From an optimization exercise on the open Yosys and OpenROAD flow, aimed at small area, a short achievable clock period and few clock cycles; shortcuts taken in it are not production practice. No activity file was given, so power comes from the tool's default toggle rates.

the baseline:
// axi_interconnect
module axi_interconnect (
    input  logic                                         axi_clk,
    input  logic                                         arst_n,
    input  logic [axi_ic_pkg::N_MST*axi_ic_pkg::ID_W-1:0]   m_axi_arid,
    input  logic [axi_ic_pkg::N_MST*axi_ic_pkg::ADDR_W-1:0] m_axi_araddr,
    input  logic [axi_ic_pkg::N_MST*axi_ic_pkg::LEN_W-1:0]  m_axi_arlen,
    input  logic [axi_ic_pkg::N_MST*3-1:0]                  m_axi_arsize,
    input  logic [axi_ic_pkg::N_MST*2-1:0]                  m_axi_arburst,
    input  logic [axi_ic_pkg::N_MST-1:0]                    m_axi_arvalid,
    output logic [axi_ic_pkg::N_MST-1:0]                    m_axi_arready,
    output logic [axi_ic_pkg::N_MST*axi_ic_pkg::ID_W-1:0]   m_axi_rid,
    output logic [axi_ic_pkg::N_MST*axi_ic_pkg::DATA_W-1:0] m_axi_rdata,
    output logic [axi_ic_pkg::N_MST*2-1:0]                  m_axi_rresp,
    output logic [axi_ic_pkg::N_MST-1:0]                    m_axi_rlast,
    output logic [axi_ic_pkg::N_MST-1:0]                    m_axi_rvalid,
    input  logic [axi_ic_pkg::N_MST-1:0]                    m_axi_rready,
    output logic [axi_ic_pkg::N_SLV*axi_ic_pkg::SID_W-1:0]  s_axi_arid,
    output logic [axi_ic_pkg::N_SLV*axi_ic_pkg::ADDR_W-1:0] s_axi_araddr,
    output logic [axi_ic_pkg::N_SLV*axi_ic_pkg::LEN_W-1:0]  s_axi_arlen,
    output logic [axi_ic_pkg::N_SLV*3-1:0]                  s_axi_arsize,
    output logic [axi_ic_pkg::N_SLV*2-1:0]                  s_axi_arburst,
    output logic [axi_ic_pkg::N_SLV-1:0]                    s_axi_arvalid,
    input  logic [axi_ic_pkg::N_SLV-1:0]                    s_axi_arready,
    input  logic [axi_ic_pkg::N_SLV*axi_ic_pkg::SID_W-1:0]  s_axi_rid,
    input  logic [axi_ic_pkg::N_SLV*axi_ic_pkg::DATA_W-1:0] s_axi_rdata,
    input  logic [axi_ic_pkg::N_SLV*2-1:0]                  s_axi_rresp,
    input  logic [axi_ic_pkg::N_SLV-1:0]                    s_axi_rlast,
    input  logic [axi_ic_pkg::N_SLV-1:0]                    s_axi_rvalid,
    output logic [axi_ic_pkg::N_SLV-1:0]                    s_axi_rready
);
Size in the first run: about 1300 cells after synthesis, roughly 40 flip-flops, ~8200 sq um of cells after synthesis.
export LEC_CHECK = 0
export ABC_AREA = 1
export CAP_MARGIN = 20
export CORE_AREA = 40 40 160 160
export DIE_AREA = 0 0 200 200
export SETUP_SLACK_MARGIN = 1.9
export SLEW_MARGIN = 20
create_clock -name core_clock -period 4.5 [get_ports {axi_clk}]
standard.sh (not shown) runs the stock make flow with config.mk's settings and CLKGATE_MAP_FILE= SYNTH_SCRIPT=/design/flow/synth_recipe.tcl, a recipe that flattens the netlist after the stock synthesis.
==> flow/flow/run.sh <==
#!/bin/bash
# The standard layout with two changes:
#  - plain buf_1 cells as the port buffers, instead of the delay buffers that
#    buffer_ports picks by default;
#  - a222oi_1 is not used: its three-high pull-up stack is slow, and the
#    one-hot multiplexers map to a22oi + nand2 instead.
set -euo pipefail
export BUFFER_PORTS_ARGS="-buffer_cell sky130_fd_sc_hd__buf_1"
cp config.mk own_config.mk
echo 'export DONT_USE_CELLS = sky130_fd_sc_hd__a222oi_1' >> own_config.mk
sed "s#DESIGN_CONFIG=[^ ]*#DESIGN_CONFIG=$PWD/own_config.mk#" standard.sh > own_standard.sh
bash own_standard.sh finish > standard.log 2>&1
The baseline finished every stage and its layout cleared the timing, DRC and antenna checks.
Input-level comparison between the candidate and the baseline:
Settings: changing SETUP_SLACK_MARGIN from 1.9 to 1.7.
- The candidate vs the baseline — first-iteration DRC count dropped by a few percent
- Between the candidate and the baseline, it is the candidate whose combinational power is lower, by about 5%.
- The candidate against the baseline: fraction of area in clock buffers and inverters level, maximum number of pins on one net before global-route repair moved up, switching fraction of total power moved down, setup slack moved down, wire length of the first global-routing pass moved down.
- The via count reported for the candidate is lower than the one for the baseline.
- Sort the baseline and the candidate by register-to-register path setup slack, ascending, and the candidate comes first.
No run of this note included a check of the RTL's function; only the layout flow was run.

==> separate check: timing with driven ports <==
The flow's constraints put no driver on any port. The routed layouts listed below were extracted and timed again, unchanged, in two steps.
Step 1 assumes that a clkbuf_16 drives the clock port and a buf_2 every other input.
Step 2 times the ports against the registers' clock, not the clock port: input delays grow and output delays shrink by t, the midpoint of the rising clock arrivals with the driver on.
Three values: no drivers, after step 1, after step 2; two values: the first two.
run | t, ns | setup slack, ns | hold WS [ns] | slew at the worst register clock pin (ns) | worst data-port slew with drivers (ns)
the baseline | 0.330 | 1.862 / 1.813 / 1.823 | 0.443 / 0.507 / 0.550 | 0.06 / 0.06 | 0.14
the candidate | 0.331 | 1.711 / 1.634 / 1.634 | 0.455 / 0.493 / 0.546 | 0.06 / 0.06 | 0.13
After both steps every run listed still meets setup and hold. For the candidate, which loses most, drivers alone change the setup slack by -0.077 ns; drivers and shift together by -0.077 ns.
